From an optimization exercise on the open Yosys and OpenROAD flow, aimed at small area, a short achievable clock period and few clock cycles; shortcuts taken in it are not production practice. At most, simulation tests tie the RTL to the original design; equivalence was not proved. For runs 6 and 7, only the layout was checked, not whether the RTL still works.

==> flow/run.sh <==
#!/bin/bash
# synth_recipe.tcl (not shown) runs the flow's synth.tcl, then flattens the netlist and writes it again
# the make line also repeats each setting of config.mk as NAME=value (left out here)
make -C /OpenROAD-flow-scripts/flow DESIGN_CONFIG=/design/flow/config.mk WORK_HOME=/design/flow/orfs CLKGATE_MAP_FILE= SYNTH_SCRIPT=/design/flow/synth_recipe.tcl finish
==> flow/config.mk <==
export PLATFORM = sky130hd
export DESIGN_NAME = magnetometer_frame_heading
export DESIGN_NICKNAME = magnetometer_frame_heading
export VERILOG_FILES = /design/flow/design.v
export SDC_FILE = /design/flow/constraint.sdc
export NUM_CORES = 4
export LEC_CHECK = 0
export ABC_AREA = 1
export CAP_MARGIN = 20
export CORE_MARGIN = 2
export CORE_UTILIZATION = 45
export CTS_BUF_LIST = sky130_fd_sc_hd__clkbuf_4
export SETUP_SLACK_MARGIN = 3.5
export SLEW_MARGIN = 20
==> flow/constraint.sdc <==
create_clock -name core_clock -period 7.5 [get_ports {clk}]
set_input_delay 1.5000 -clock core_clock [delete_from_list [all_inputs] [get_ports {clk}]]
set_output_delay 1.5000 -clock core_clock [all_outputs]
set_load 0.01 [all_outputs]
==> flow/design.v <==
package mfh_pkg;
	localparam int VAL_W = 18;    
	localparam int DEG_W = 9;
	localparam int CFG_W = 16;
	localparam int XW  = 34;
	localparam int YAW = 34;
	localparam int YBW = 27;
	localparam int SW  = 24;      
	localparam logic [CFG_W-1:0] TIMEOUT_RESET = 16'd50;
	localparam logic [7:0] CH_S     = 8'h53;
	localparam logic [7:0] CH_PLUS  = 8'h2B;
	localparam logic [7:0] CH_MINUS = 8'h2D;
	localparam logic [1:0] PH_BLANK = 2'd0;
	localparam logic [1:0] PH_SIGN  = 2'd1;
	localparam logic [1:0] PH_DIGIT = 2'd2;
	localparam logic [1:0] PH_STOP  = 2'd3;
	localparam logic [1:0] RUN_XZ      = 2'd0;
	localparam logic [1:0] RUN_HEADING = 2'd1;
	localparam logic [1:0] RUN_YZ      = 2'd2;
	localparam logic signed [SW-1:0] ATAN0 = 24'sd2949120;
	function automatic logic [SW-1:0] atan_a(input logic [2:0] j);
		logic [SW-1:0] v;
		case (j)
			3'd0:    v = 24'd1740967;
			3'd1:    v = 24'd919879;
			3'd2:    v = 24'd466945;
			3'd3:    v = 24'd234379;
			3'd4:    v = 24'd117304;
			3'd5:    v = 24'd58666;
			3'd6:    v = 24'd29335;
			default: v = 24'd14668;
		endcase
		atan_a = v;
	endfunction
	function automatic logic [SW-1:0] atan_b(input logic [2:0] j);
		logic [SW-1:0] v;
		case (j)
			3'd0:    v = 24'd7334;
			3'd1:    v = 24'd3667;
			3'd2:    v = 24'd1833;
			3'd3:    v = 24'd917;
			3'd4:    v = 24'd458;
			3'd5:    v = 24'd229;
			default: v = 24'd115;
		endcase
		atan_b = v;
	endfunction
endpackage
module mfh_cordic_step #(
	parameter int YW  = 34,
	parameter int SH0 = 1
) (
	input  logic [2:0]                    j,
	input  logic [mfh_pkg::XW-1:0]        x,
	input  logic signed [YW-1:0]          y,
	input  logic signed [mfh_pkg::SW-1:0] s,
	output logic [mfh_pkg::XW-1:0]        x_n,
	output logic signed [YW-1:0]          y_n,
	output logic signed [mfh_pkg::SW-1:0] s_n
);
	localparam int XW = mfh_pkg::XW;
	localparam int SW = mfh_pkg::SW;
	logic                 neg;
	logic signed [YW-1:0] yi, ysh0, ysh;
	logic signed [XW:0]   xi, xsh0, xsh;
	logic [SW-1:0]        t;
	logic signed [XW-1:0] ysh_x;
	logic [XW:0]          x_sum;
	logic [YW:0]          y_sum;
	logic [SW:0]          s_sum;
	assign neg  = y[YW-1];
	assign yi   = y ^ {YW{neg}};
	assign xi   = {1'b0, x} ^ {(XW+1){!neg}};
	assign ysh0 = yi >>> SH0;
	assign xsh0 = xi >>> SH0;
	assign ysh  = ysh0 >>> j;
	assign xsh  = xsh0 >>> j;
	assign t    = (SH0 == 1) ? mfh_pkg::atan_a(j) : mfh_pkg::atan_b(j);
	assign ysh_x = ysh;
	assign x_sum = {x, 1'b1} + {ysh_x, neg};
	assign y_sum = {y, 1'b1} + {xsh[YW-1:0], !neg};
	assign s_sum = {s, 1'b1} + {t ^ {SW{neg}}, neg};
	assign x_n = x_sum[XW:1];
	assign y_n = y_sum[YW:1];
	assign s_n = s_sum[SW:1];
endmodule
module magnetometer_frame_heading (
	input  logic                                 clk,
	input  logic                                 arst_n,
	input  logic                                 in_valid,
	output logic                                 in_stall,
	input  logic                                 command,
	input  logic [7:0]                           rx_byte,
	output logic                                 out_valid,
	input  logic                                 out_stall,
	output logic                                 send_request,
	output logic                                 frame_done,
	output logic                                 frame_ok,
	output logic [mfh_pkg::DEG_W-1:0]            heading_deg,
	output logic [mfh_pkg::DEG_W-1:0]            tilt_xz_deg,
	output logic [mfh_pkg::DEG_W-1:0]            tilt_yz_deg,
	output logic signed [mfh_pkg::VAL_W-1:0]     field_x,
	output logic signed [mfh_pkg::VAL_W-1:0]     field_y,
	output logic signed [mfh_pkg::VAL_W-1:0]     field_z,
	input  logic                                 cfg_we,
	input  logic [0:0]                           cfg_index,
	input  logic [mfh_pkg::CFG_W-1:0]            cfg_data
);
	localparam int XW  = mfh_pkg::XW;
	localparam int YAW = mfh_pkg::YAW;
	localparam int YBW = mfh_pkg::YBW;
	localparam int SW  = mfh_pkg::SW;
	localparam int VW  = mfh_pkg::VAL_W;
	localparam int DW  = mfh_pkg::DEG_W;
	logic [15:0]          limit_q;    
	logic                 link_q;
	logic                 in_stall_q;
	logic [4:0]           pos_q;
	logic                 win_x_q, win_z_q, win_y_q, first_q;
	logic                 start_q;
	logic [15:0]          silence_q;
	logic                 armed_q;
	logic [1:0]           ph_q;
	logic                 mn_q;
	logic signed [VW-1:0] vx_q, vz_q, vy_q;
	logic [1:0]           ld_q;       
	logic                 jc_q;       
	logic                 adone_q;    
	logic                 ld_hd_q, ld_yz_q;   
	logic                 a_v_q, a_spec_q, a_ex_q;
	logic [1:0]           a_t_q;
	logic [2:0]           a_code_q, a_j_q;
	logic [XW-1:0]        a_x_q;
	logic signed [YAW-1:0] a_y_q;
	logic signed [SW-1:0] a_s_q;
	logic                 b_v_q, b_spec_q, b_ex_q;
	logic [1:0]           b_t_q;
	logic [2:0]           b_code_q, b_j_q;
	logic [XW-1:0]        b_x_q;
	logic signed [YBW-1:0] b_y_q;
	logic signed [SW-1:0] b_s_q;
	logic                 o_valid_q, o_fill_q;
	logic                 o_send_q, o_done_q, o_ok_q;
	logic [DW-1:0]        o_head_q, o_xz_q, o_yz_q;
	logic signed [VW-1:0] o_x_q, o_y_q, o_z_q;
	logic        in_acc, acc_byte, acc_tick, close, close_now;
	logic [15:0] tick_inc, limit;
	logic        tick_fire, drop, fire_res;
	assign in_acc    = in_valid && !in_stall_q;
	assign acc_byte  = in_acc && !command;
	assign acc_tick  = in_acc && command;
	assign close     = (pos_q == 5'd27);
	assign close_now = acc_byte && close;
	assign tick_inc  = silence_q + 16'd1;
	assign limit     = limit_q;
	assign tick_fire = armed_q && (tick_inc >= limit);
	assign drop      = acc_tick && tick_fire;
	assign fire_res  = drop && link_q;
	logic                 win_x, win_z, win_y, win, first;
	logic                 blank, digit, sgn;
	logic [1:0]           ph_cur, ph_nxt;
	logic                 mn_cur, mn_nxt, take_digit;
	logic signed [VW-1:0] v_sel, v_cur, v_nxt, v_dig, v10;
	logic [VW-5:0]        v10_p, v10_m;
	logic [5:0]           lo;
	assign win_x = win_x_q;
	assign win_z = win_z_q;
	assign win_y = win_y_q;
	assign win   = win_x || win_z || win_y;
	assign first = first_q;
	assign blank = (rx_byte == 8'h20) || (rx_byte >= 8'h09 && rx_byte <= 8'h0D);
	assign digit = (rx_byte >= 8'h30) && (rx_byte <= 8'h39);
	assign sgn   = (rx_byte == mfh_pkg::CH_PLUS) || (rx_byte == mfh_pkg::CH_MINUS);
	always_comb begin
		v_sel  = win_x ? vx_q : (win_z ? vz_q : vy_q);
		ph_cur = first ? mfh_pkg::PH_BLANK : ph_q;
		mn_cur = first ? 1'b0 : mn_q;
		v_cur  = first ? '0 : v_sel;
		ph_nxt = ph_cur;
		mn_nxt = mn_cur;
		take_digit = 1'b0;
		case (ph_cur)
			mfh_pkg::PH_BLANK: begin
				if (blank) begin
					ph_nxt = mfh_pkg::PH_BLANK;
				end else if (sgn) begin
					ph_nxt = mfh_pkg::PH_SIGN;
					mn_nxt = (rx_byte == mfh_pkg::CH_MINUS);
				end else if (digit) begin
					ph_nxt = mfh_pkg::PH_DIGIT;
					take_digit = 1'b1;
				end else begin
					ph_nxt = mfh_pkg::PH_STOP;
				end
			end
			mfh_pkg::PH_SIGN, mfh_pkg::PH_DIGIT: begin
				if (digit) begin
					ph_nxt = mfh_pkg::PH_DIGIT;
					take_digit = 1'b1;
				end else begin
					ph_nxt = mfh_pkg::PH_STOP;
				end
			end
			default: begin
			end
		endcase
		v10   = (v_cur <<< 3) + (v_cur <<< 1);
		v10_p = v10[VW-1:4] + 14'd1;
		v10_m = v10[VW-1:4] - 14'd1;
		lo    = {2'b00, v10[3:0]} + (mn_cur ? -{2'b00, rx_byte[3:0]} : {2'b00, rx_byte[3:0]});
		v_dig = {({(VW-4){!lo[5] &&  lo[4]}} & v10_p)
			| ({(VW-4){lo[5]}} & v10_m)
			| ({(VW-4){!lo[4]}} & v10[VW-1:4]), lo[3:0]};
		v_nxt = take_digit ? v_dig : v_cur;
	end
	logic signed [VW-1:0] y_op, x_op;
	logic                 xneg, yneg, xzero, yzero, eqmag, ld_ex, ld_s;
	logic [VW-1:0]        x1, cx, cy;
	logic signed [VW-1:0] y1;
	logic [2:0]           ld_code;
	logic                 ld_ready, a_free, a_load, a_xfer, spec_new;
	logic                 b_done, b_wb, flush, kill, all_done;
	logic [XW-1:0]        a_x_n;
	logic signed [YAW-1:0] a_y_n;
	logic signed [SW-1:0] a_s_n;
	always_comb begin
		y_op  = ld_yz_q ? vy_q : vx_q;
		x_op  = ld_hd_q ? vy_q : vz_q;
		xneg  = x_op[VW-1];
		yneg  = y_op[VW-1];
		xzero = (x_op == '0);
		yzero = (y_op == '0);
		ld_s  = xneg ^ yneg;
		cx    = {{(VW-2){1'b0}}, xneg && yneg, ld_s};
		cy    = {{(VW-2){1'b0}}, xneg && !yneg, !ld_s};
		x1    = (x_op ^ {VW{xneg}}) + (y_op ^ {VW{yneg}}) + cx;
		y1    = (y_op ^ {VW{xneg}}) + (x_op ^ {VW{!yneg}}) + cy;
		eqmag = (x_op == y_op) || ((x_op ^ y_op) == ((x_op | y_op) << 1));
		ld_ex = xzero || yzero || eqmag;
		if (yzero) begin
			ld_code = xneg ? 3'd4 : 3'd0;
		end else if (xzero) begin
			ld_code = yneg ? 3'd6 : 3'd2;
		end else if (eqmag) begin
			ld_code = xneg ? (yneg ? 3'd5 : 3'd3) : (yneg ? 3'd7 : 3'd1);
		end else begin
			ld_code = xneg ? 3'd4 : 3'd0;
		end
	end
	assign ld_ready = (ld_q != 2'd3) && (jc_q || (start_q &&
		((ld_q == mfh_pkg::RUN_XZ) ? (pos_q >= 5'd17) : (pos_q >= 5'd25))));
	assign b_done   = b_v_q && (b_j_q == 3'd7);
	assign flush    = b_done && b_spec_q && o_valid_q;
	assign b_wb     = b_done && !flush;
	assign kill     = drop || flush;
	assign a_xfer   = a_v_q && (a_j_q == 3'd7);
	assign a_free   = !a_v_q || a_xfer;
	assign a_load   = ld_ready && a_free;
	assign spec_new = !jc_q && !close_now;
	mfh_cordic_step #(.YW(YAW), .SH0(1)) u_step_a (
		.j   (a_j_q),
		.x   (a_x_q),
		.y   (a_y_q),
		.s   (a_s_q),
		.x_n (a_x_n),
		.y_n (a_y_n),
		.s_n (a_s_n)
	);
	logic [XW-1:0]         b_x_n;
	logic signed [YBW-1:0] b_y_n;
	logic signed [SW-1:0]  b_s_n;
	logic signed [10:0]    k_off, k_p, k_m, s_inv, sh11;
	logic [11:0]           v_sum, p_sum, m_sum;
	logic signed [7:0]     s_hi;
	logic                  s_frac, c_in;
	logic [DW-1:0]         deg;
	mfh_cordic_step #(.YW(YBW), .SH0(9)) u_step_b (
		.j   (b_j_q),
		.x   (b_x_q),
		.y   (b_y_q),
		.s   (b_s_q),
		.x_n (b_x_n),
		.y_n (b_y_n),
		.s_n (b_s_n)
	);
	always_comb begin
		logic signed [10:0] kb;
		case (b_code_q)
			3'd0:    kb = 11'sd0;
			3'd1:    kb = -11'sd45;
			3'd2:    kb = -11'sd90;
			3'd3:    kb = -11'sd135;
			3'd4:    kb = -11'sd180;
			3'd5:    kb = -11'sd225;
			3'd6:    kb = -11'sd270;
			default: kb = -11'sd315;
		endcase
		k_off  = kb + ((b_t_q == mfh_pkg::RUN_HEADING) ? 11'sd270 : 11'sd180);
		k_p    = k_off + 11'sd360;
		k_m    = k_off - 11'sd360;
		s_hi   = b_s_q[SW-1:16];
		s_frac = |b_s_q[15:0];
		sh11   = s_hi;
		s_inv  = b_ex_q ? 11'h7FF : ~sh11;
		c_in   = b_ex_q || !s_frac;
		v_sum  = {k_off, 1'b1} + {s_inv, c_in};
		p_sum  = {k_p, 1'b1} + {s_inv, c_in};
		m_sum  = {k_m, 1'b1} + {s_inv, c_in};
		if (v_sum[11]) begin
			deg = p_sum[DW:1];
		end else if (!m_sum[11]) begin
			deg = m_sum[DW:1];
		end else begin
			deg = v_sum[DW:1];
		end
	end
	logic [4:0]  pos_d;
	logic [1:0]  ld_d, ld_inc;
	logic        jc_d, o_fill_d, o_valid_d, maybe_fire, stall_d;
	always_comb begin
		pos_d = pos_q;
		if (acc_byte) begin
			pos_d = close ? 5'd0 : pos_q + 5'd1;
		end else if (drop) begin
			pos_d = 5'd0;
		end
		ld_inc = ld_q + (a_load ? 2'd1 : 2'd0);
		ld_d   = ld_inc;
		jc_d   = jc_q;
		if (close_now) begin
			if (ld_inc == 2'd3) begin
				ld_d = 2'd0;
				jc_d = 1'b0;
			end else begin
				jc_d = start_q;
			end
		end else if (jc_q) begin
			if (ld_inc == 2'd3) begin
				ld_d = 2'd0;
				jc_d = 1'b0;
			end
		end else if (kill) begin
			ld_d = 2'd0;
		end
		all_done  = adone_q || (b_wb && b_t_q == mfh_pkg::RUN_YZ);
		o_fill_d  = o_fill_q;
		o_valid_d = o_valid_q && out_stall;
		if (close_now) begin
			o_fill_d  = start_q && !all_done;
			o_valid_d = !start_q || all_done;
		end else if (fire_res) begin
			o_valid_d = 1'b1;
		end else if (b_wb && b_t_q == mfh_pkg::RUN_YZ && !b_spec_q) begin
			o_fill_d  = 1'b0;
			o_valid_d = 1'b1;
		end
		maybe_fire = ({1'b0, silence_q} + 17'd2) >= {1'b0, limit};
		stall_d = ((o_fill_d || o_valid_d) && ((pos_d == 5'd27) || maybe_fire))
			|| (jc_d && (((ld_d != mfh_pkg::RUN_YZ) && (pos_d == 5'd4)) || (pos_d == 5'd12)));
	end
	always_ff @(posedge clk or negedge arst_n) begin
		if (!arst_n) begin
			limit_q    <= mfh_pkg::TIMEOUT_RESET;
			link_q     <= 1'b1;
			in_stall_q <= 1'b0;
			pos_q      <= '0;
			win_x_q    <= 1'b0;
			win_z_q    <= 1'b0;
			win_y_q    <= 1'b0;
			first_q    <= 1'b0;
			start_q    <= 1'b0;
			silence_q  <= '0;
			armed_q    <= 1'b1;
			ld_q       <= '0;
			ld_hd_q    <= 1'b0;
			ld_yz_q    <= 1'b0;
			jc_q       <= 1'b0;
			a_v_q      <= 1'b0;
			b_v_q      <= 1'b0;
			o_valid_q  <= 1'b0;
			o_fill_q   <= 1'b0;
			adone_q    <= 1'b0;
		end else begin
			if (cfg_we) begin
				if (cfg_index[0]) begin
					link_q <= cfg_data[0];
				end else begin
					limit_q <= (cfg_data == 16'd0) ? 16'd1 : cfg_data;
				end
			end
			in_stall_q <= stall_d;
			pos_q      <= pos_d;
			win_x_q    <= (pos_d >= 5'd4)  && (pos_d <= 5'd8);
			win_z_q    <= (pos_d >= 5'd12) && (pos_d <= 5'd16);
			win_y_q    <= (pos_d >= 5'd20) && (pos_d <= 5'd24);
			first_q    <= (pos_d == 5'd4) || (pos_d == 5'd12) || (pos_d == 5'd20);
			ld_q       <= ld_d;
			ld_hd_q    <= (ld_d == mfh_pkg::RUN_HEADING);
			ld_yz_q    <= (ld_d == mfh_pkg::RUN_YZ);
			jc_q       <= jc_d;
			o_fill_q   <= o_fill_d;
			o_valid_q  <= o_valid_d;
			if (close_now || kill) begin
				adone_q <= 1'b0;
			end else if (b_wb && b_t_q == mfh_pkg::RUN_YZ && b_spec_q) begin
				adone_q <= 1'b1;
			end
			if (acc_byte) begin
				silence_q <= '0;
				armed_q   <= 1'b1;
				if (close) begin
					start_q <= 1'b0;
				end else if (pos_q == 5'd0) begin
					start_q <= (rx_byte == mfh_pkg::CH_S);
				end
			end else if (acc_tick && armed_q) begin
				if (tick_fire) begin
					start_q   <= 1'b0;
					silence_q <= '0;
					armed_q   <= link_q;
				end else begin
					silence_q <= tick_inc;
				end
			end
			if (a_load) begin
				a_v_q <= !(kill && spec_new);
			end else if (a_xfer) begin
				a_v_q <= 1'b0;
			end else if (kill && a_spec_q) begin
				a_v_q <= 1'b0;
			end
			if (a_xfer) begin
				b_v_q <= !(kill && a_spec_q);
			end else if (b_done) begin
				b_v_q <= 1'b0;
			end else if (kill && b_spec_q) begin
				b_v_q <= 1'b0;
			end
		end
	end
	always_ff @(posedge clk) begin
		if (acc_byte && win) begin
			ph_q <= ph_nxt;
			mn_q <= mn_nxt;
			if (win_x) vx_q <= v_nxt;
			if (win_z) vz_q <= v_nxt;
			if (win_y) vy_q <= v_nxt;
		end
		if (a_load) begin
			a_spec_q <= spec_new;
			a_t_q    <= ld_q;
			a_code_q <= ld_code;
			a_ex_q   <= ld_ex;
			a_j_q    <= 3'd0;
			a_x_q    <= {x1, 16'd0};
			a_y_q    <= {y1, 16'd0};
			a_s_q    <= ld_s ? -mfh_pkg::ATAN0 : mfh_pkg::ATAN0;
		end else begin
			if (close_now) begin
				a_spec_q <= 1'b0;
			end
			a_j_q <= a_j_q + 3'd1;
			a_x_q <= a_x_n;
			a_y_q <= a_y_n;
			a_s_q <= a_s_n;
		end
		if (a_xfer) begin
			b_spec_q <= a_spec_q && !close_now;
			b_t_q    <= a_t_q;
			b_code_q <= a_code_q;
			b_ex_q   <= a_ex_q;
			b_j_q    <= 3'd0;
			b_x_q    <= a_x_n;
			b_y_q    <= a_y_n[YBW-1:0];
			b_s_q    <= a_s_n;
		end else begin
			if (close_now) begin
				b_spec_q <= 1'b0;
			end
			b_j_q <= b_j_q + 3'd1;
			b_x_q <= b_x_n;
			b_y_q <= b_y_n;
			b_s_q <= b_s_n;
		end
		if (close_now) begin
			o_send_q <= link_q;
			o_done_q <= 1'b1;
			o_ok_q   <= start_q;
			o_x_q    <= start_q ? vx_q : '0;
			o_y_q    <= start_q ? vy_q : '0;
			o_z_q    <= start_q ? vz_q : '0;
		end else if (fire_res) begin
			o_send_q <= 1'b1;
			o_done_q <= 1'b0;
			o_ok_q   <= 1'b0;
			o_x_q    <= '0;
			o_y_q    <= '0;
			o_z_q    <= '0;
		end
		if ((close_now && !start_q) || fire_res) begin
			o_head_q <= '0;
			o_xz_q   <= '0;
			o_yz_q   <= '0;
		end else if (b_wb) begin
			case (b_t_q)
				mfh_pkg::RUN_XZ:      o_xz_q   <= deg;
				mfh_pkg::RUN_HEADING: o_head_q <= deg;
				default:              o_yz_q   <= deg;
			endcase
		end
	end
	assign in_stall     = in_stall_q;
	assign out_valid    = o_valid_q;
	assign send_request = o_send_q;
	assign frame_done   = o_done_q;
	assign frame_ok     = o_ok_q;
	assign heading_deg  = o_head_q;
	assign tilt_xz_deg  = o_xz_q;
	assign tilt_yz_deg  = o_yz_q;
	assign field_x      = o_x_q;
	assign field_y      = o_y_q;
	assign field_z      = o_z_q;
endmodule
==> results of run 1 <==
-- final timing paths --
check | end | slack, ns | depth (start not counted)
max in group asynchronous | ld_yz_q | 6.21 | 2
hold reg to reg | b_ex_q | 0.40 | 0
min in group asynchronous | limit_q[12] | 0.69 | 2
hold / removal | b_ex_q | 0.40 | 0
setup reg to reg | b_y_q[26] | 3.62 | 17
setup / recovery | b_y_q[26] | 3.62 | 17
-- what timing repair did --
item / CTS / global route
setup endpoints to repair: 262 / 246
resized for setup: 92 / 275
pin swaps: 4 / 53
setup buffers: 20 / 78
gates cloned: 4 / 10
-- synth_stat cells, drive strengths merged, types with 46 or more instances --
cell type	instances
nand4	46
xor2	238
dfxtp	211
nor2	386
nand2	995
clkbuf	103
ha	342
dfrtp	50
mux2i	145
nand3	267
xnor2	134
nor3	51
edfxtp	127
inv	548
a21oi	373
o21ai	518
buf	50
-- critical path, delay by kind of cell (launching register included) --
kind,cells,cell delay [ns]
AND/OR/NAND/NOR,4,0.91
XOR/XNOR,1,0.18
AO/OA/AOI/OAI,9,1.57
flip-flops,1,0.44
adder cells (fa/ha/maj),1,0.35
buffers and inverters,2,0.34
-- state kept, by name (all words and copies together) (netlist names), 24 cells and up --
signal and flops:
a_y_q 34, b_y_q 27, a_s_q 24, a_x_q 34
b_x_q 34, b_s_q 24
-- cell families (layout without fill, tap and decap cells) --
family	count (synthesis)	count (layout)	share of synthesized area
other	0	4	0
buffers and inverters	703	1018	0.07618
adder cells (fa/ha/maj)	355	355	0.1295
AND/OR/NAND/NOR	1843	1846	0.2229
flip-flops	393	393	0.2687
XOR/XNOR	372	372	0.09313
AO/OA/AOI/OAI	1073	1075	0.1680
multiplexers	146	146	0.04171
-- layout make-up --
| class | instances | area [um^2] | area share |
|---|---|---|---|
| Timing Repair Buffer | 252 | 2648 | 0.06423 |
| Sequential cell | 393 | 9449 | 0.2292 |
| Multi-Input combinational cell | 3794 | 24190 | 0.5870 |
| Clock buffer | 162 | 1216 | 0.02950 |
| Tap cell | 1040 | 1301 | 0.03157 |
| Inverter | 550 | 2122 | 0.05148 |
| Antenna cell | 4 | 10.01 | 0.0002428 |
| Clock inverter | 54 | 279.0 | 0.006769 |
-- stage by stage --
step,instance area (um^2),setup slack (ns),util
floorplan,35110,3.447,-
global placement,37200,2.235,0.4810
detailed placement,37200,2.191,0.4810
CTS,39340,3.430,0.5087
global route,41220,3.411,0.5330
finish,41220,3.622,0.5330
-- metal layers --
metal / track usage / wire [um] / vias to the layer above / share of wire
li1: - / - / 17050 / -
met1: 0.3349 / 48710 / 15540 / 0.44
met2: 0.4488 / 52450 / 851 / 0.48
met3: 0.03261 / 4989 / 228 / 0.045
met4: 0.09524 / 4217 / 0 / 0.038
met5: 0 / 0 / - / 0
==> results.ini, run 1 <==
[outcome]
status=complete, no violations

[floorplan]
io_pins=117
start_util=0.4534
die_y_um=283.1
dieArea_mm2=0.08017
coreArea_mm2=0.07734
rows=102
die_w_um=283.1

[timing]
post-route-min-period_ns=3.878
setup_viol=0
fin_skew_ns=0.06786
finalSetupTns_ns=0
fmax_ghz=0.2578
hold_viol=0
holdWs_ns=0.4046
fin_crit_sh=0.5171
drv_slew=0
tightest_slew_ns=1.015
rsz0062_at_grt=yes
relSlewSlack=0.3232

[layout]
area_growth_pct=17.55
final_common_cell=nand2_1
nNetsFinal=5491
layout-drive-gt1-share=0.1233
fillCellCount=7773
fin_cells=6249
layout_common_cells=953 x nand2_1, 516 x inv_1, 403 x o21ai_0, 365 x nor2_1, 340 x a21oi_1

[min_path]
hold_path.startpoint=a_ex_q
hp-class=reg2reg

[worst_setup_path]
startpoint_type=flop
critPathMaxFanout=6
required_ns=8.31
crit_start=a_y_q[33]
slowest_stage=dfxtp_4
end_kind=flop
cpPeakStageDelay_ns=0.44
rr_startpoint=a_y_q[33]
arrival_ns=4.69
path_class=reg2reg
cp_common_cell=o21ai_0
crit_chain=buf_6, xor2_2, o21ai_0, or2_2, o21ai_0, a21oi_1, ha_1, a21oi_1, o21ai_2, a21oi_2, o21ai_1, a21oi_2, buf_4, o21ai_0, or2_2, nand3_1, nand2_1

[grt]
grt_max_degree=84
grt_pass1_wl_um=170200
antenna_found_initial=2
grt-ovfl-total=0
grtUsageTotal=0.2611
grt_pass1_vias=31800

[yosys]
synthArstFlopShare=0.1399
ys_top_cells_by_area=ha_1 12%, dfxtp_1 12%, edfxtp_1 11%
ys_seq_area_frac=0.2687
synth_edf_count=127
yosys.area.top_type=ha_1
netlist_area_mm2=0.03506
syn_area_per_cell_um2=7.178
synth_top_area_share=0.1220
synthCells=4885
ys_types=66
synth-seq-cells=393
synth-main-ff-cell=dfxtp_1
synth_nets=5271
ys_warn_count=3

[drt]
antenna_left=0
drc=0
vias_per_cell=5.388
drtPass1Iterations=6
drt_iter0_markers=2095
wl_per_cell_um=17.66
finalWirelength_um=110400
vias=33670

[clocking]
path_clk_slew_ns=0.07
cts_tree=built
ctsHoldBuffers=0
clock-root-buffer=clkbuf_4
numCtsBuffers=114
clock_latency_ns=0.93
ctsLongestPathBuffers=3
htreeDepth=3
clock_sinks=393

[placed_design]
dp.cells=5917
portBuffers=116
place_congestion=0.9724
hpwl_um=81860

[job]
cap_viol_max_count=0

Testbench counts, summed over its fixed seeds: cycles 7,288.
==> run 2: changes to the inputs <==
--- a/flow/config.mk
+++ b/flow/config.mk
@@ -9,6 +9,5 @@
 export CAP_MARGIN = 20
 export CORE_MARGIN = 2
 export CORE_UTILIZATION = 45
-export CTS_BUF_LIST = sky130_fd_sc_hd__clkbuf_4
 export SETUP_SLACK_MARGIN = 3.5
 export SLEW_MARGIN = 20
==> run 2 against run 1 <==
Net effect:
- still clean on timing, DRC and antenna
- cell count decreased by 2.1%
- die area unchanged
- flip-flop and latch count unchanged
- via count decreased by 1.8%
==> results.ini, run 2 <==
[outcome]
status=complete, no violations

[layout]
fillCellCount=7647
fin_cells=6115
area_growth_pct=18.42
fin_util=0.5369
layout-drive-gt1-share=0.1090
layout_common_cells=949 x nand2_1, 517 x inv_1, 407 x o21ai_0, 364 x nor2_1, 333 x a21oi_1
nNetsFinal=5419
reg.largest.list=a_x_q: 34 flops, a_y_q: 34 flops, b_x_q: 34 flops
design_area_mm2=0.04152
final_common_cell=nand2_1
antenna_cells=0

[floorplan]
dieArea_mm2=0.08017
coreArea_mm2=0.07734
io_pins=117
die_y_um=283.1
die_w_um=283.1
start_util=0.4534
rows=102

[timing]
hold_viol=0
tightest_slew_ns=1.012
fin_ws_ns=3.623
post-route-min-period_ns=3.877
fin_crit_sh=0.5169
fmax_ghz=0.2580
holdWs_ns=0.4174
rsz0062_at_grt=yes
relSlewSlack=0.3254
finalSetupTns_ns=0
setup_viol=0
fin_skew_ns=0.03014
drv_slew=0

[yosys]
synth_most_common_cell=nand2_1
ys_types=66
synthTopCellsByCount=981 x nand2_1, 533 x inv_1, 451 x o21ai_0
ys_top_cells_by_area=ha_1 12%, dfxtp_1 12%, edfxtp_1 11%
synth_nets=5271
synthCells=4885
netlist_area_mm2=0.03506
ys_warn_count=3
yosys.area.top_type=ha_1
synth-seq-cells=393
synth_top_area_share=0.1220
synth-main-ff-cell=dfxtp_1
syn_area_per_cell_um2=7.178
ys_seq_area_frac=0.2687
synthArstFlopShare=0.1399
synth_edf_count=127

[placed_design]
portBuffers=116
hpwl_um=81860
pre_cts_slack_ns=2.191
dp.cells=5917
place_congestion=0.9724
place_area_mm2=0.03720

[drt]
vias_per_cell=5.405
drt_iter0_markers=2179
drc=0
finalWirelength_um=109400
wl_per_cell_um=17.89
antenna_left=0
drtPass1Iterations=5
vias=33050

[worst_setup_path]
reg2regPathDepth=19
rr_startpoint=a_y_q[33]
path_class=reg2reg
cp_num_buf_inv=2
critPathMaxFanout=7
crit_chain=buf_4, buf_4, xnor2_2, mux2i_1, mux2i_1, a21oi_1, ha_1, a21oi_1, o21ai_1, o21bai_2, nand2_1, nand2_1, nand3_1, nand2_2, nand2_1, nand2_1, a21boi_2, xor2_1, o21ai_0
reg2reg_to=a_x_q[19]
cpPeakStageDelay_ns=0.44
startpoint_type=flop
required_ns=7.93
slowest_stage=dfxtp_4
cp_common_cell=nand2_1
end_kind=flop
reg2reg_slack_ns=3.62
critical-path-top-delay-family=compound AO/OA/AOI/OAI gates
arrival_ns=4.31

[clocking]
clock-root-buffer=clkbuf_16
htreeDepth=2
clock_sinks=393
ctsHoldBuffers=0
path_clk_slew_ns=0.06
numCtsBuffers=51
ctsLongestPathBuffers=3
clock_latency_ns=0.62
cts_tree=built

[grt]
grt_pass1_wl_um=169100
grt_pass1_vias=31430
grtUsageTotal=0.2591
grt-ovfl-total=0
antenna_found_initial=1
grt_max_degree=84

[min_path]
hold_path.startpoint=a_ex_q
min_to=b_ex_q
hp-class=reg2reg
hold_path_depth=0

[job]
cap_viol_max_count=0

[run 2: cell count changes in the layout (fill, tap and decap cells not counted), sizes merged]
cell / delta
clkdlybuf4s50: -1
diode: -4
inv: +1
clkinv: -40
o21ai: -1
clkbuf: -85
bufinv: +4
bufbuf: +1
buf: -9
[run 2: logic make-up after synthesis]
logic type / share of synthesized area
flops: 0.2687
simple gates: 0.2229
compound gates: 0.1680
xor+xnor: 0.09313
buf+inv: 0.07618
fa+ha+maj: 0.1295
mux: 0.04171
[run 2: worst max path at each step]
stage | startpoint | to | slack (ns) | depth (start not counted)
CTS | command | o_x_q[11] | 3.39 | 8
finish | a_y_q[33] | a_x_q[19] | 3.62 | 19
global route | in_valid | in_stall_q | 3.40 | 13
global placement | rx_byte[0] | vx_q[13] | 2.23 | 16
floorplan | ld_hd_q | a_y_q[33] | 3.45 | 27
detailed placement | rx_byte[0] | vx_q[13] | 2.19 | 16
[run 2: routing by layer]
layer / track usage / up-vias / part of all wire
met2: 0.4463 / 758 / 0.48
met3: 0.02568 / 224 / 0.041
met1: 0.3352 / 15280 / 0.45
met5: 0 / - / 0.00012
met4: 0.09616 / 2 / 0.038
li1: - / 16790 / -
[run 2: worst reg2reg max path: cells and delay by family, from the launching register on]
kind	cells	cell delay, ns
AOI/OAI and AO/OA	6	1.10
and+or+nand+nor	6	0.55
xor gates and xnor gates	2	0.54
DFF	1	0.44
buffers and inverters	2	0.38
muxes	2	0.37
adders and majority gates	1	0.32
[run 2: timing repair]
action	in CTS	in global routing
buffers inserted	28	60
setup endpoints to repair	263	309
pin swaps	7	55
cloned	5	10
gates resized for setup	104	284
[run 2: layout make-up]
class	count	area [um^2]	share of cell area
repair buffers	244	2608	0.06279
clock inverters	19	245.2	0.005906
flip-flops and latches	393	9449	0.2276
inverters	550	2127	0.05122
well taps	1040	1301	0.03134
clock buffers	76	1535	0.03697
multi-input cells	3793	24260	0.5842
==> run 3: changes to the inputs <==
--- a/flow/config.mk
+++ b/flow/config.mk
@@ -9,5 +9,6 @@
 export CAP_MARGIN = 20
 export CORE_MARGIN = 2
 export CORE_UTILIZATION = 45
+export CTS_BUF_LIST = sky130_fd_sc_hd__clkbuf_2 sky130_fd_sc_hd__clkbuf_4 sky130_fd_sc_hd__clkbuf_8
 export SETUP_SLACK_MARGIN = 3.5
 export SLEW_MARGIN = 20
==> run 3 against run 2 <==
Net effect:
- sequential share of layout area increased by 0.13 points
- critical path depth rose by 6
- highest routed layer unchanged
- largest cell class unchanged
- critical endpoint is now o_yz_q[5]
- synthesized cell count unchanged
- register-to-register slack improved by 0.04 ns
- clock-buffer cell count up 43
- worst hold slack worse by 0.0018 ns
- die area is the same
- cell count rose by 0.78%
- via count is 0.80% higher
- area after synthesis unchanged
- still clean on timing, DRC and antenna
- first-iteration DRC count increased by 3.1%
==> results.ini, run 3 <==
[timing]
fin_ws_ns=3.660
setup_viol=0
tightest_slew_ns=1.029
hold_viol=0
drv_slew=0
fin_crit_sh=0.5119
fin_skew_ns=0.03309
relSlewSlack=0.3138
finalSetupTns_ns=0
post-route-min-period_ns=3.840
rsz0062_at_grt=yes
fmax_ghz=0.2604

[yosys]
synthArstFlopShare=0.1399
synthTopCellsByCount=981 x nand2_1, 533 x inv_1, 451 x o21ai_0
yosys.area.top_type=ha_1
synthCells=4885
ys_top_cells_by_area=ha_1 12%, dfxtp_1 12%, edfxtp_1 11%
syn_area_per_cell_um2=7.178
synth-main-ff-cell=dfxtp_1
synth_most_common_cell=nand2_1
synth_edf_count=127
ys_types=66
netlist_area_mm2=0.03506
ys_seq_area_frac=0.2687
synth_nets=5271
ys_warn_count=3
synth_top_area_share=0.1220
synth-seq-cells=393

[drt]
antenna_left=0
wl_per_cell_um=17.80
finalWirelength_um=109700
vias=33310
vias_per_cell=5.405
drc=0
drtPass1Iterations=7
drt_iter0_markers=2246

[layout]
layout-drive-gt1-share=0.1138
area_growth_pct=17.77
reg.largest.list=a_x_q: 34 flops, a_y_q: 34 flops, b_x_q: 34 flops
fin_util=0.5340
nNetsFinal=5445
design_area_mm2=0.04130
layout_common_cells=954 x nand2_1, 515 x inv_1, 404 x o21ai_0, 367 x nor2_1, 344 x a21oi_1
final_common_cell=nand2_1

[grt]
grtUsageTotal=0.2607
antenna_found_initial=3
grt-ovfl-total=0
grt_pass1_vias=31580
grt_pass1_wl_um=169600
grt_max_degree=84

[clocking]
cts_tree=built
path_clk_slew_ns=0.06
clock_sinks=393
htreeDepth=3
ctsLongestPathBuffers=3
clock_latency_ns=0.70
numCtsBuffers=78
ctsHoldBuffers=0
clock-root-buffer=clkbuf_8

[placed_design]
pre_cts_slack_ns=2.191
place_area_mm2=0.03720
hpwl_um=81860
portBuffers=116
place_congestion=0.9724

[floorplan]
start_util=0.4534
die_y_um=283.1
coreArea_mm2=0.07734
io_pins=117
dieArea_mm2=0.08017
die_w_um=283.1
rows=102

[worst_setup_path]
end_kind=flop
crit_start=b_code_q[0]
arrival_ns=4.46
cp_common_cell=nand2_1
path_class=reg2reg
slowest_stage=edfxtp_1
startpoint_type=flop
cpPeakStageDelay_ns=0.51
rr_startpoint=b_code_q[0]
required_ns=8.12
critPathMaxFanout=8

[job]
cap_viol_max_count=0

[min_path]
hp-class=reg2reg
hold_path.startpoint=a_code_q[2]

[outcome]
status=complete, no violations

[run 3: cell types whose count changed in the layout (fill, tap and decap cells not counted), sizes merged]
cell | before | now
dlymetal6s2s | 1 | 2
clkinvlp | 2 | 5
buf | 118 | 117
diode | 0 | 1
clkinv | 12 | 17
bufinv | 6 | 3
nor2 | 386 | 387
clkbuf | 85 | 126
[run 3: through the flow]
stage | hold WS (ns) | std cells
after floorplan | 0.4003 | 4885
after global placement | 0.4010 | 5917
after detailed placement | 0.4045 | 5917
after CTS | 0.4183 | 6085
after global routing | 0.4312 | 6163
final | 0.4156 | 6163
[run 3: kinds of logic (layout without fill, tap and decap cells)]
logic type,count (synthesis),count (layout),synth area share
other,0,1,0
AO/OA/AOI/OAI,1073,1074,0.1680
AND/OR/NAND/NOR,1843,1847,0.2229
flip-flops,393,393,0.2687
adder cells (fa/ha/maj),355,355,0.1295
XOR/XNOR,372,372,0.09313
multiplexers,146,146,0.04171
buffers and inverters,703,935,0.07618
[run 3: final timing paths]
kind                                to  slack (ns)  cells after the start
setup / recovery             o_yz_q[5]        3.66                     25
hold / removal             b_code_q[2]        0.42                      0
hold reg to reg            b_code_q[2]        0.42                      0
min in group asynchronous  limit_q[12]        0.93                      2
max in group asynchronous      ld_yz_q        6.01                      2
setup reg to reg             o_yz_q[5]        3.66                     25
[run 3: layer usage]
layer  part of all wire  track usage  up-vias
li1                   -            -    16870
met1               0.44       0.3332    15370
met2               0.47       0.4441      809
met3              0.044      0.03164      261
met4              0.046       0.1086        2
met5            0.00012            0        -
[run 3: area by class of cell]
class	instances	area [um^2]
flip-flops and latches	393	9449
well taps	1040	1301
multi-input cells	3794	24150
fillers	7674	36040
clock inverters	24	197.7
repair buffers	242	2592
clock buffers	119	1481
diodes	1	2.502
inverters	550	2125
[run 3: what timing repair did]
action	in CTS	in global routing
resized for setup	94	266
buffers inserted	21	66
pin swaps	4	56
setup endpoints to repair	261	303
cloned	4	11
[run 3: critical path, delay by kind of cell, from the launching register on]
kind,cells,cell delay [ns]
compound gates,4,0.53
buf+inv,2,0.14
simple gates,15,1.78
fa+ha+maj,3,0.69
xor+xnor,1,0.13
flops,1,0.51
==> run 4: changes to the inputs <==
--- a/flow/config.mk
+++ b/flow/config.mk
@@ -9,6 +9,7 @@
 export CAP_MARGIN = 20
 export CORE_MARGIN = 2
 export CORE_UTILIZATION = 45
-export CTS_BUF_LIST = sky130_fd_sc_hd__clkbuf_2 sky130_fd_sc_hd__clkbuf_4 sky130_fd_sc_hd__clkbuf_8
+export CTS_BUF_LIST = sky130_fd_sc_hd__clkbuf_4 sky130_fd_sc_hd__clkbuf_8
+export CTS_CLUSTER_SIZE = 20
 export SETUP_SLACK_MARGIN = 3.5
 export SLEW_MARGIN = 20
==> run 4 against run 3 <==
Net effect:
- utilization stayed put
- register-to-register slack hardly changed
- largest cell class unchanged
- design area stayed put
- worst hold slack stayed put
- critical path depth stayed put
- maximum frequency stayed put
- first-iteration DRC count stayed put
- still clean on timing, DRC and antenna
- clock-buffer cell count stayed put
- global-route usage stayed put
- cell count stayed put
- sequential share of layout area stayed put
==> results.ini, run 4 <==
[clocking]
clock_sinks=393
htreeDepth=3
ctsLongestPathBuffers=3
clock_latency_ns=0.70
path_clk_slew_ns=0.06
cts_tree=built
clock-root-buffer=clkbuf_8
ctsHoldBuffers=0
numCtsBuffers=78

[worst_setup_path]
end_kind=flop
required_ns=8.12
critPathMaxFanout=8
startpoint_type=flop
cp_num_buf_inv=2
slowest_stage=edfxtp_1
arrival_ns=4.46
cp_common_cell=nand2_1
path_class=reg2reg
cpPeakStageDelay_ns=0.51
critical-path-top-delay-family=simple AND/OR/NAND/NOR gates

[drt]
antenna_left=0
vias=33310
drtPass1Iterations=7
drt_iter0_markers=2246
finalWirelength_um=109700
vias_per_cell=5.405
wl_per_cell_um=17.80
drc=0

[grt]
grt_max_degree=84
grtUsageTotal=0.2607
grt-ovfl-total=0
antenna_found_initial=3
grt_pass1_vias=31580
grt_pass1_wl_um=169600

[floorplan]
die_y_um=283.1
rows=102
dieArea_mm2=0.08017
die_w_um=283.1
io_pins=117
start_util=0.4534
coreArea_mm2=0.07734

[yosys]
ys_warn_count=3
synthArstFlopShare=0.1399
synthCells=4885
synth_edf_count=127
netlist_area_mm2=0.03506
synth-seq-cells=393
ys_seq_area_frac=0.2687
ys_types=66
ys_top_cells_by_area=ha_1 12%, dfxtp_1 12%, edfxtp_1 11%
synth_top_area_share=0.1220
synthTopCellsByCount=981 x nand2_1, 533 x inv_1, 451 x o21ai_0
synth_nets=5271
synth_most_common_cell=nand2_1
syn_area_per_cell_um2=7.178
synth-main-ff-cell=dfxtp_1
yosys.area.top_type=ha_1

[placed_design]
hpwl_um=81860
pre_cts_slack_ns=2.191
portBuffers=116
place_congestion=0.9724

[layout]
reg.largest.list=a_x_q: 34 flops, a_y_q: 34 flops, b_x_q: 34 flops
final_common_cell=nand2_1
layout-drive-gt1-share=0.1138
area_growth_pct=17.77
fin_util=0.5340
layout_common_cells=954 x nand2_1, 515 x inv_1, 404 x o21ai_0, 367 x nor2_1, 344 x a21oi_1
nNetsFinal=5445

[timing]
hold_viol=0
fin_crit_sh=0.5119
fin_skew_ns=0.03309
finalSetupTns_ns=0
setup_viol=0
relSlewSlack=0.3138
post-route-min-period_ns=3.840
drv_slew=0
fmax_ghz=0.2604
rsz0062_at_grt=yes
fin_ws_ns=3.660
holdWs_ns=0.4156
tightest_slew_ns=1.029

[min_path]
hp-class=reg2reg

[outcome]
status=complete, no violations

[job]
cap_viol_max_count=0

run 4: layout make-up:
cell class / count / area, um^2
Multi-Input combinational cell: 3794 / 24150
Clock inverter: 24 / 197.7
Tap cell: 1040 / 1301
Clock buffer: 119 / 1481
Inverter: 550 / 2125
Timing Repair Buffer: 242 / 2592
Antenna cell: 1 / 2.502
Sequential cell: 393 / 9449
Fill cell: 7674 / 36040
run 4: worst paths after layout:
path                             start     endpoint  slack (ns)  depth (start not counted)
max                        b_code_q[0]    o_yz_q[5]        3.66                         25
min                        a_code_q[2]  b_code_q[2]        0.42                          0
max reg2reg                b_code_q[0]    o_yz_q[5]        3.66                         25
min reg2reg                a_code_q[2]  b_code_q[2]        0.42                          0
max in group asynchronous       arst_n      ld_yz_q        6.01                          2
min in group asynchronous       arst_n  limit_q[12]        0.93                          2
run 4: cells by family (layout without fill, tap and decap cells):
kind of cell,Yosys count,count (layout),synth area share
simple gates,1843,1847,0.2229
other cells,0,1,0
xor+xnor,372,372,0.09313
fa+ha+maj,355,355,0.1295
compound gates,1073,1074,0.1680
flops,393,393,0.2687
buf+inv,703,935,0.07618
mux,146,146,0.04171
run 4: repair_timing:
item                                    CTS  global route
buffers inserted                         21            66
resized for setup                        94           266
pin swaps                                 4            56
endpoints found under the setup margin  261           303
gates cloned                              4            11
run 4: layer usage:
metal  GRT usage  routed length [um]  vias to the layer above
met4      0.1086                5042                        2
met5           0                  13                        -
met3     0.03164                4826                      261
met1      0.3332               48170                    15370
li1            -                   -                    16870
met2      0.4441               51640                      809
run 4: per-stage QoR:
stage / std cells / cell area (um^2)
floorplan: 4885 / 35110
detailed placement: 5917 / 37200
global route: 6163 / 41300
CTS: 6085 / 39540
global placement: 5917 / 37200
finish: 6163 / 41300
==> run 5: changes to the inputs <==
--- a/flow/config.mk
+++ b/flow/config.mk
@@ -10,6 +10,5 @@
 export CORE_MARGIN = 2
 export CORE_UTILIZATION = 45
 export CTS_BUF_LIST = sky130_fd_sc_hd__clkbuf_4 sky130_fd_sc_hd__clkbuf_8
-export CTS_CLUSTER_SIZE = 20
 export SETUP_SLACK_MARGIN = 3.5
 export SLEW_MARGIN = 20
==> run 5 against run 4 <==
Net effect:
- register-to-register slack hardly changed
- critical path type unchanged
- largest cell class unchanged
- flip-flop and latch count did not move
- via count is the same
- worst hold slack is the same
- still clean
==> results.ini, run 5 <==
[grt]
grt_max_degree=84
grtUsageTotal=0.2607
use_met2=0.4441
grtUsageMet3=0.03164
antenna_found_initial=3
grt_pass1_vias=31580
grt_pass1_wl_um=169600
grt-ovfl-total=0
grtUsageMet1=0.3332
grt_busiest_layer=met2

[worst_setup_path]
slowest_stage=edfxtp_1
critPathMaxFanout=8
reg2reg_slack_ns=3.66
startpoint_type=flop
required_ns=8.12
path_class=reg2reg
cpPeakStageDelay_ns=0.51
arrival_ns=4.46
cp_common_cell=nand2_1
end_kind=flop

[floorplan]
die_y_um=283.1
dieArea_mm2=0.08017
start_util=0.4534
rows=102
coreArea_mm2=0.07734
io_pins=117
die_w_um=283.1

[drt]
finalWirelength_um=109700
wl_per_cell_um=17.80
drc=0
drtPass1Iterations=7
vias=33310
antenna_left=0
vias_per_cell=5.405
drt_iter0_markers=2246

[clocking]
clock-root-buffer=clkbuf_8
htreeDepth=3
cts_tree=built
clock_latency_ns=0.70
clock_sinks=393
path_clk_slew_ns=0.06
ctsLongestPathBuffers=3
numCtsBuffers=78

[yosys]
synth_top_area_share=0.1220
synth-main-ff-cell=dfxtp_1
synthTopCellsByCount=981 x nand2_1, 533 x inv_1, 451 x o21ai_0
synth_edf_count=127
ys_warn_count=3
syn_area_per_cell_um2=7.178
ys_types=66
synth_nets=5271
synth_most_common_cell=nand2_1
yosys.area.top_type=ha_1
ys_seq_area_frac=0.2687
synthArstFlopShare=0.1399
synth-seq-cells=393
synthCells=4885
ys_top_cells_by_area=ha_1 12%, dfxtp_1 12%, edfxtp_1 11%
netlist_area_mm2=0.03506

[min_path]
hp-class=reg2reg

[layout]
multi_input_area_mm2=0.02415
fillCellCount=7674
design_area_mm2=0.04130
seq_area_mm2=0.009449
fin_util=0.5340
layout_common_cells=954 x nand2_1, 515 x inv_1, 404 x o21ai_0, 367 x nor2_1, 344 x a21oi_1
reg.largest.list=a_x_q: 34 flops, a_y_q: 34 flops, b_x_q: 34 flops
final_common_cell=nand2_1
fin_cells=6163
area_growth_pct=17.77
layout-drive-gt1-share=0.1138
nNetsFinal=5445

[placed_design]
pre_cts_slack_ns=2.191
portBuffers=116
place_area_mm2=0.03720
hpwl_um=81860
dp.cells=5917
place_congestion=0.9724

[timing]
fmax_ghz=0.2604
tightest_slew_ns=1.029
setup_viol=0
rsz0062_at_grt=yes
hold_viol=0
finalSetupTns_ns=0
fin_ws_ns=3.660
post-route-min-period_ns=3.840
drv_slew=0
fin_crit_sh=0.5119
relSlewSlack=0.3138
holdWs_ns=0.4156
fin_skew_ns=0.03309

[outcome]
status=complete, no violations

[job]
cap_viol_max_count=0

==> run 5: cell counts after synthesis <==
Identical to the previous run, type by type.
==> run 5: logic make-up (layout without fill, tap and decap cells) <==
logic type                 count (synthesis)  in the layout  synth area share
AOI/OAI and AO/OA                       1073           1074            0.1680
xor gates and xnor gates                 372            372           0.09313
adders and majority gates                355            355            0.1295
buffers and inverters                    703            935           0.07618
DFF                                      393            393            0.2687
muxes                                    146            146           0.04171
other                                      0              1                 0
and+or+nand+nor                         1843           1847            0.2229
==> run 5: final timing paths <==
path,start,endpoint,cells past startpoint
worst max-delay path,b_code_q[0],o_yz_q[5],25
worst min-delay path,a_code_q[2],b_code_q[2],0
worst max register to register,b_code_q[0],o_yz_q[5],25
worst min register to register,a_code_q[2],b_code_q[2],0
max in group asynchronous,arst_n,ld_yz_q,2
min in group asynchronous,arst_n,limit_q[12],2
==> run 5: layout make-up <==
cell class,instances,area share
multi-input combinational,3794,0.5847
timing repair buffer,242,0.06278
clock buffer,119,0.03587
sequential,393,0.2288
antenna,1,0.00006060
tap,1040,0.03151
clock inverter,24,0.004787
inverter,550,0.05145
==> run 5: what timing repair did <==
| item | 4_1_cts | 5_1_grt |
|---|---|---|
| pin swaps | 4 | 56 |
| hold buffers | 0 | 0 |
| cloned | 4 | 11 |
| endpoints found under the setup margin | 261 | 303 |
| gates resized for setup | 94 | 266 |
| buffers inserted | 21 | 66 |
==> run 5: worst max-delay path: cells and delay by family, from the launching register on <==
family	cells	cell delay [ns]
compound gates	4	0.53
xor+xnor	1	0.13
simple gates	15	1.78
fa+ha+maj	3	0.69
flops	1	0.51
buf+inv	2	0.14
==> run 5: routing by layer <==
layer  vias to the layer above  share of wire
li1                      16870              -
met1                     15370           0.44
met2                       809           0.47
met3                       261          0.044
met4                         2          0.046
met5                         -        0.00012
==> run 6: changes to the inputs <==
--- a/flow/design.v
+++ b/flow/design.v
@@ -355,9 +355,46 @@
 			o_valid_d = 1'b1;
 		end
 		maybe_fire = ({1'b0, silence_q} + 17'd2) >= {1'b0, limit};
-		stall_d = ((o_fill_d || o_valid_d) && ((pos_d == 5'd27) || maybe_fire))
-			|| (jc_d && (((ld_d != mfh_pkg::RUN_YZ) && (pos_d == 5'd4)) || (pos_d == 5'd12)));
 	end
+	function automatic logic stall_after(input logic take_byte, input logic take_tick);
+		logic [4:0] p;
+		logic [1:0] ld_n;
+		logic       cl, dr, jc_n, busy;
+		cl = take_byte && close;
+		dr = take_tick && tick_fire;
+		p  = pos_q;
+		if (take_byte) begin
+			p = close ? 5'd0 : pos_q + 5'd1;
+		end else if (dr) begin
+			p = 5'd0;
+		end
+		ld_n = ld_inc;
+		jc_n = jc_q;
+		if (cl) begin
+			if (ld_inc == 2'd3) begin
+				ld_n = 2'd0;
+				jc_n = 1'b0;
+			end else begin
+				jc_n = start_q;
+			end
+		end else if (jc_q) begin
+			if (ld_inc == 2'd3) begin
+				ld_n = 2'd0;
+				jc_n = 1'b0;
+			end
+		end else if (dr || flush) begin
+			ld_n = 2'd0;
+		end
+		busy = o_fill_q || o_valid_q || cl || (dr && link_q)
+			|| (b_wb && b_t_q == mfh_pkg::RUN_YZ && !b_spec_q);
+		stall_after = (busy && ((p == 5'd27) || maybe_fire))
+			|| (jc_n && (((ld_n != mfh_pkg::RUN_YZ) && (p == 5'd4)) || (p == 5'd12)));
+	endfunction
+	logic stall_none, stall_byte, stall_tick;
+	assign stall_none = stall_after(1'b0, 1'b0);
+	assign stall_byte = stall_after(1'b1, 1'b0);
+	assign stall_tick = stall_after(1'b0, 1'b1);
+	assign stall_d    = !in_acc ? stall_none : (command ? stall_tick : stall_byte);
 	always_ff @(posedge clk or negedge arst_n) begin
 		if (!arst_n) begin
 			limit_q    <= mfh_pkg::TIMEOUT_RESET;
--- a/flow/config.mk
+++ b/flow/config.mk
@@ -9,6 +9,5 @@
 export CAP_MARGIN = 20
 export CORE_MARGIN = 2
 export CORE_UTILIZATION = 45
-export CTS_BUF_LIST = sky130_fd_sc_hd__clkbuf_4 sky130_fd_sc_hd__clkbuf_8
 export SETUP_SLACK_MARGIN = 3.5
 export SLEW_MARGIN = 20
==> run 6 against run 5 <==
Net effect:
- critical endpoint is now o_head_q[5]
- first-iteration DRC count decreased by 4.0%
- global-route usage up 0.29 points
==> results.ini, run 6 <==
[worst_setup_path]
path_class=reg2reg
required_ns=8.00
reg2regPathDepth=28
cp_num_cells=28
cp_common_cell=nand2_1
critPathMaxFanout=7
end_kind=flop
cp_num_buf_inv=4
rr_startpoint=b_code_q[0]
reg2reg_to=o_head_q[5]
arrival_ns=4.42
cpPeakStageDelay_ns=0.55
crit_start=b_code_q[0]
startpoint_type=flop
slowest_stage=edfxtp_1
critical-path-top-delay-family=simple AND/OR/NAND/NOR gates
reg2reg_slack_ns=3.58

[yosys]
synthArstFlopShare=0.1399
yosys.area.top_type=ha_1
synth-main-ff-cell=dfxtp_1
ys_warn_count=3
synthCells=4835
netlist_area_mm2=0.03522
ys_seq_area_frac=0.2675
synth-seq-cells=393
ys_top_cells_by_area=ha_1 12%, dfxtp_1 12%, edfxtp_1 11%
synthTopCellsByCount=947 x nand2_1, 500 x inv_1, 449 x o21ai_0
synth_edf_count=127
synth_most_common_cell=nand2_1
synth_nets=5225
ys_types=79
synth_top_area_share=0.1229
syn_area_per_cell_um2=7.284

[layout]
fillCellCount=7521
layout_common_cells=907 x nand2_1, 481 x inv_1, 414 x o21ai_0, 375 x nor2_1, 331 x a21oi_1
nNetsFinal=5407
seq_area_mm2=0.009450
layout-drive-gt1-share=0.1243
area_growth_pct=18.95
final_common_cell=nand2_1
multi_input_area_mm2=0.02451
reg.largest.list=a_x_q: 34 flops, a_y_q: 34 flops, b_x_q: 34 flops

[floorplan]
dieArea_mm2=0.08051
die_y_um=283.7
rows=102
die_w_um=283.7
coreArea_mm2=0.07747
io_pins=117
start_util=0.4546

[drt]
drc=0
wl_per_cell_um=18.39
vias=33060
vias_per_cell=5.426
finalWirelength_um=112100
antenna_left=0
drtPass1Iterations=5
drt_iter0_markers=2157

[min_path]
hp-class=reg2reg
min_to=b_t_q[1]
hold_path_depth=0
hold_path.startpoint=a_t_q[1]

[grt]
antenna_found_initial=1
grt_pass1_vias=31510
grt_pass1_wl_um=171400
grt-ovfl-total=0
grt_max_degree=91
grtUsageTotal=0.2636

[clocking]
clock_sinks=393
ctsLongestPathBuffers=3
clock_latency_ns=0.62
numCtsBuffers=50
clock-root-buffer=clkbuf_16
htreeDepth=2
path_clk_slew_ns=0.06
ctsHoldBuffers=0
cts_tree=built

[job]
cap_viol_max_count=0

[timing]
post-route-min-period_ns=3.923
fin_skew_ns=0.03047
fmax_ghz=0.2549
hold_viol=0
rsz0062_at_grt=yes
setup_viol=0
tightest_slew_ns=0.9676
fin_ws_ns=3.577
drv_slew=0
finalSetupTns_ns=0
fin_crit_sh=0.5230
relSlewSlack=0.3549

[placed_design]
pre_cts_slack_ns=2.397
hpwl_um=82890
place_congestion=0.9206
portBuffers=116

[outcome]
status=complete, no violations

## run 6: changes by cell type in the layout (fill, tap and decap cells not counted), sizes merged, moves of 13 or more
| cell | before | now |
|---|---|---|
| nand2 | 998 | 977 |
| or2 | 32 | 45 |
| clkbuf | 126 | 75 |
| inv | 549 | 520 |
| buf | 117 | 153 |
| nand3 | 267 | 253 |
## run 6: worst max path at each step
stage                  end
6_report       o_head_q[5]
5_1_grt        o_head_q[5]
4_1_cts          a_s_q[18]
3_5_place_dp       vx_q[9]
3_3_place_gp       vx_q[9]
2_1_floorplan    a_y_q[33]
## run 6: timing repair
item | in CTS | in global routing
buffers inserted | 46 | 70
pin swaps | 9 | 103
endpoints found under the setup margin | 254 | 231
endpoints found under the hold margin | 0 | 0
resized for setup | 94 | 299
gates cloned | 4 | 12
## run 6: final cells by class
type | instances | area share
clock buffers | 63 | 0.03175
well taps | 1040 | 0.03106
clock inverters | 24 | 0.005974
multi-input cells | 3766 | 0.5850
repair buffers | 282 | 0.07228
inverters | 523 | 0.04809
diodes | 1 | 0.00005974
repair inverters | 1 | 0.0002091
flip-flops and latches | 393 | 0.2256
## run 6: per-stage QoR
stage,cells,hold slack (ns),utilization,cell area (um^2)
2_1_floorplan,4835,0.4003,-,35250
3_3_place_gp,5873,0.4051,0.4826,37380
3_5_place_dp,5873,0.4045,0.4826,37380
4_1_cts,6010,0.4179,0.5146,39860
5_1_grt,6093,0.4307,0.5408,41890
6_report,6093,0.4161,0.5408,41890
## run 6: routing by layer
layer	part of all wire	track usage	vias to the layer above	wire, um
met4	0.035	0.09405	0	3895
met1	0.45	0.3503	15340	50350
li1	-	-	16710	-
met5	0	0	-	0
met2	0.47	0.4394	801	52560
met3	0.047	0.03240	214	5252
## run 6: cell families after synthesis
logic type	after synthesis	share of synthesized area
flip-flops	393	0.2675
buffers and inverters	677	0.07344
multiplexers	149	0.04235
XOR/XNOR	376	0.09522
AND/OR/NAND/NOR	1814	0.2235
AO/OA/AOI/OAI	1067	0.1677
adder cells (fa/ha/maj)	359	0.1303
==> run 7: changes to the inputs <==
--- a/flow/config.mk
+++ b/flow/config.mk
@@ -9,5 +9,5 @@
 export CAP_MARGIN = 20
 export CORE_MARGIN = 2
 export CORE_UTILIZATION = 45
-export SETUP_SLACK_MARGIN = 3.5
+export SETUP_SLACK_MARGIN = 3.65
 export SLEW_MARGIN = 20
==> run 7 against run 6 <==
Net effect:
- flip-flop and latch count unchanged
- maximum frequency increased by 0.43%
- cell count increased by 0.94%
- non-clock buffer count increased by 53
- via count increased by 2.1%
- utilization increased by 2.0 points
==> results.ini, run 7 <==
[timing]
rsz0062_at_grt=yes
post-route-min-period_ns=3.906
fin_ws_ns=3.594
hold_viol=0
setup_viol=0
tightest_slew_ns=1.038
fin_crit_sh=0.5208
holdWs_ns=0.4162
fmax_ghz=0.2560
fin_skew_ns=0.03070
drv_slew=0
finalSetupTns_ns=0
relSlewSlack=0.3082

[worst_setup_path]
arrival_ns=4.41
crit_chain=buf_6, buf_4, a21oi_1, ha_1, a21oi_2, o21bai_2, inv_2, nand3_2, nand2_4, inv_1, nand2_1, xor2_1, ha_1, a21oi_2, o21ai_2, a21oi_4, inv_4, nand3_4, nand3_4, nand3_4, nand3_2, nand2_1, inv_1
slowest_stage=edfxtp_1
reg2regPathDepth=23
cp-endpoint=o_head_q[4]
reg2reg_to=o_head_q[4]
cp_common_cell=nand3_4
end_kind=flop
path_class=reg2reg
reg2reg_slack_ns=3.59
cpPeakStageDelay_ns=0.55
required_ns=8.00
rr_startpoint=b_code_q[0]
critPathMaxFanout=6
startpoint_type=flop
crit_start=b_code_q[0]

[placed_design]
place_area_mm2=0.03737
pre_cts_slack_ns=2.324
hpwl_um=83700
place_congestion=0.9364
portBuffers=116

[drt]
drc=0
finalWirelength_um=116600
vias_per_cell=5.487
wl_per_cell_um=18.95
drt_iter0_markers=2370
vias=33750
antenna_left=0
drtPass1Iterations=6

[grt]
antenna_found_initial=2
grt-ovfl-total=0
grtUsageTotal=0.2690
grt_pass1_wl_um=173800
grt_pass1_vias=31380
grt_max_degree=90

[floorplan]
dieArea_mm2=0.08051
die_w_um=283.7
coreArea_mm2=0.07747
rows=102
start_util=0.4546
die_y_um=283.7
io_pins=117

[layout]
layout_common_cells=876 x nand2_1, 464 x inv_1, 375 x o21ai_0, 368 x nor2_1, 319 x a21oi_1
design_area_mm2=0.04347
area_growth_pct=23.42
antenna_cells=0
reg.largest.list=a_x_q: 34 flops, a_y_q: 34 flops, b_x_q: 34 flops
final_common_cell=nand2_1
layout-drive-gt1-share=0.1679
fin_util=0.5611
nNetsFinal=5459

[clocking]
clock_sinks=393
numCtsBuffers=49
clock_latency_ns=0.63
htreeDepth=2
cts_tree=built
clock-root-buffer=clkbuf_16
ctsLongestPathBuffers=3
path_clk_slew_ns=0.06

[yosys]
synth_edf_count=127
ys_top_cells_by_area=ha_1 12%, dfxtp_1 12%, edfxtp_1 11%
netlist_area_mm2=0.03522
ys_types=79
synthTopCellsByCount=947 x nand2_1, 500 x inv_1, 449 x o21ai_0
synth-main-ff-cell=dfxtp_1
syn_area_per_cell_um2=7.284
synth_top_area_share=0.1229
synth-seq-cells=393
ys_seq_area_frac=0.2675
ys_warn_count=3
yosys.area.top_type=ha_1
synth_nets=5225
synth_most_common_cell=nand2_1
synthArstFlopShare=0.1399
synthCells=4835

[job]
cap_viol_max_count=0

[min_path]
hp-class=reg2reg
hold_path_depth=0

[outcome]
status=complete, no violations

run 7: cell counts after synthesis:
No cell type changed its count.
run 7: area by class of cell:
class                      count  area (um^2)
clock buffer                  59         1314
clock inverter                33        311.5
fill                        7266        34000
inverter                     523         2038
multi-input combinational   3766        25470
sequential                   393         9455
tap                         1040         1301
timing repair buffer         335         3568
timing repair inverter         1        8.758
run 7: per-layer routing:
layer  wire (um)  vias up  GRT usage  part of all wire
met2       55750      944     0.4605              0.48
met5          13        -          0           0.00011
met1       51620    15760     0.3553              0.44
li1            -    16820          -                 -
met3        5555      219    0.02741             0.048
met4        3642        2    0.08479             0.031
run 7: cells by family after synthesis:
group | share of synthesized area
XOR/XNOR | 0.09522
flip-flops | 0.2675
AND/OR/NAND/NOR | 0.2235
buffers and inverters | 0.07344
adder cells (fa/ha/maj) | 0.1303
multiplexers | 0.04235
AO/OA/AOI/OAI | 0.1677
run 7: how the worst min path moves through the flow:
stage / startpoint / to / slack (ns)
3_3_place_gp: a_code_q[0] / b_code_q[0] / 0.40
2_1_floorplan: a_code_q[0] / b_code_q[0] / 0.40
3_5_place_dp: a_code_q[0] / b_code_q[0] / 0.41
6_report: a_code_q[2] / b_code_q[2] / 0.42
5_1_grt: a_code_q[0] / b_code_q[0] / 0.43
4_1_cts: a_code_q[2] / b_code_q[2] / 0.42
run 7: stage by stage:
stage / cells
6_report: 6150
5_1_grt: 6150
2_1_floorplan: 4835
3_3_place_gp: 5867
3_5_place_dp: 5867
4_1_cts: 6035
run 7: worst max-delay path, delay by kind of cell (launching register included):
family,cells,cell delay (ns)
DFF,1,0.55
adders and majority gates,2,0.60
and+or+nand+nor,8,0.91
buffers and inverters,6,0.60
xor gates and xnor gates,1,0.15
AOI/OAI and AO/OA,6,0.97
run 7: timing repair:
action / in CTS / in global routing
endpoints found under the setup margin: 275 / 246
hold buffers: 0 / 0
gates resized for setup: 189 / 454
pin swaps: 50 / 154
buffers inserted: 65 / 106
gates cloned: 11 / 9

[re-timing with driven ports]
The results above use ideal ports. As a check the final layouts listed here were re-extracted and re-timed, cells and wires unchanged.
Step 1 assumes that a clkbuf_16 drives the clock port and a buf_2 every other input.
Step 2 also shifts input and output timing later by t, the mid clock arrival at the registers, as if the neighbouring blocks saw the same clock.
a / b / c = ideal ports / drivers / drivers and shift; a / b = the first two.
| run | shift t [ns] | slack for setup (ns) | hold WS [ns] |
|---|---|---|---|
| run 1 | 0.958 | 3.622 / 3.622 / 2.749 | 0.405 / 0.405 / 0.405 |
| run 2 | 0.661 | 3.623 / 3.623 / 3.060 | 0.417 / 0.417 / 0.417 |
| run 3 | 0.746 | 3.660 / 3.660 / 3.011 | 0.416 / 0.416 / 0.416 |
| run 4 | 0.746 | 3.660 / 3.660 / 3.011 | 0.416 / 0.416 / 0.416 |
| run 5 | 0.746 | 3.660 / 3.660 / 3.011 | 0.416 / 0.416 / 0.416 |
| run 6 | 0.667 | 3.577 / 3.577 / 3.050 | 0.416 / 0.416 / 0.416 |
| run 7 | 0.678 | 3.594 / 3.594 / 3.098 | 0.416 / 0.416 / 0.416 |
After both steps every run listed still meets setup and hold. For run 1, which loses most, drivers alone change the setup slack by 0.000 ns; drivers and shift together by -0.873 ns.
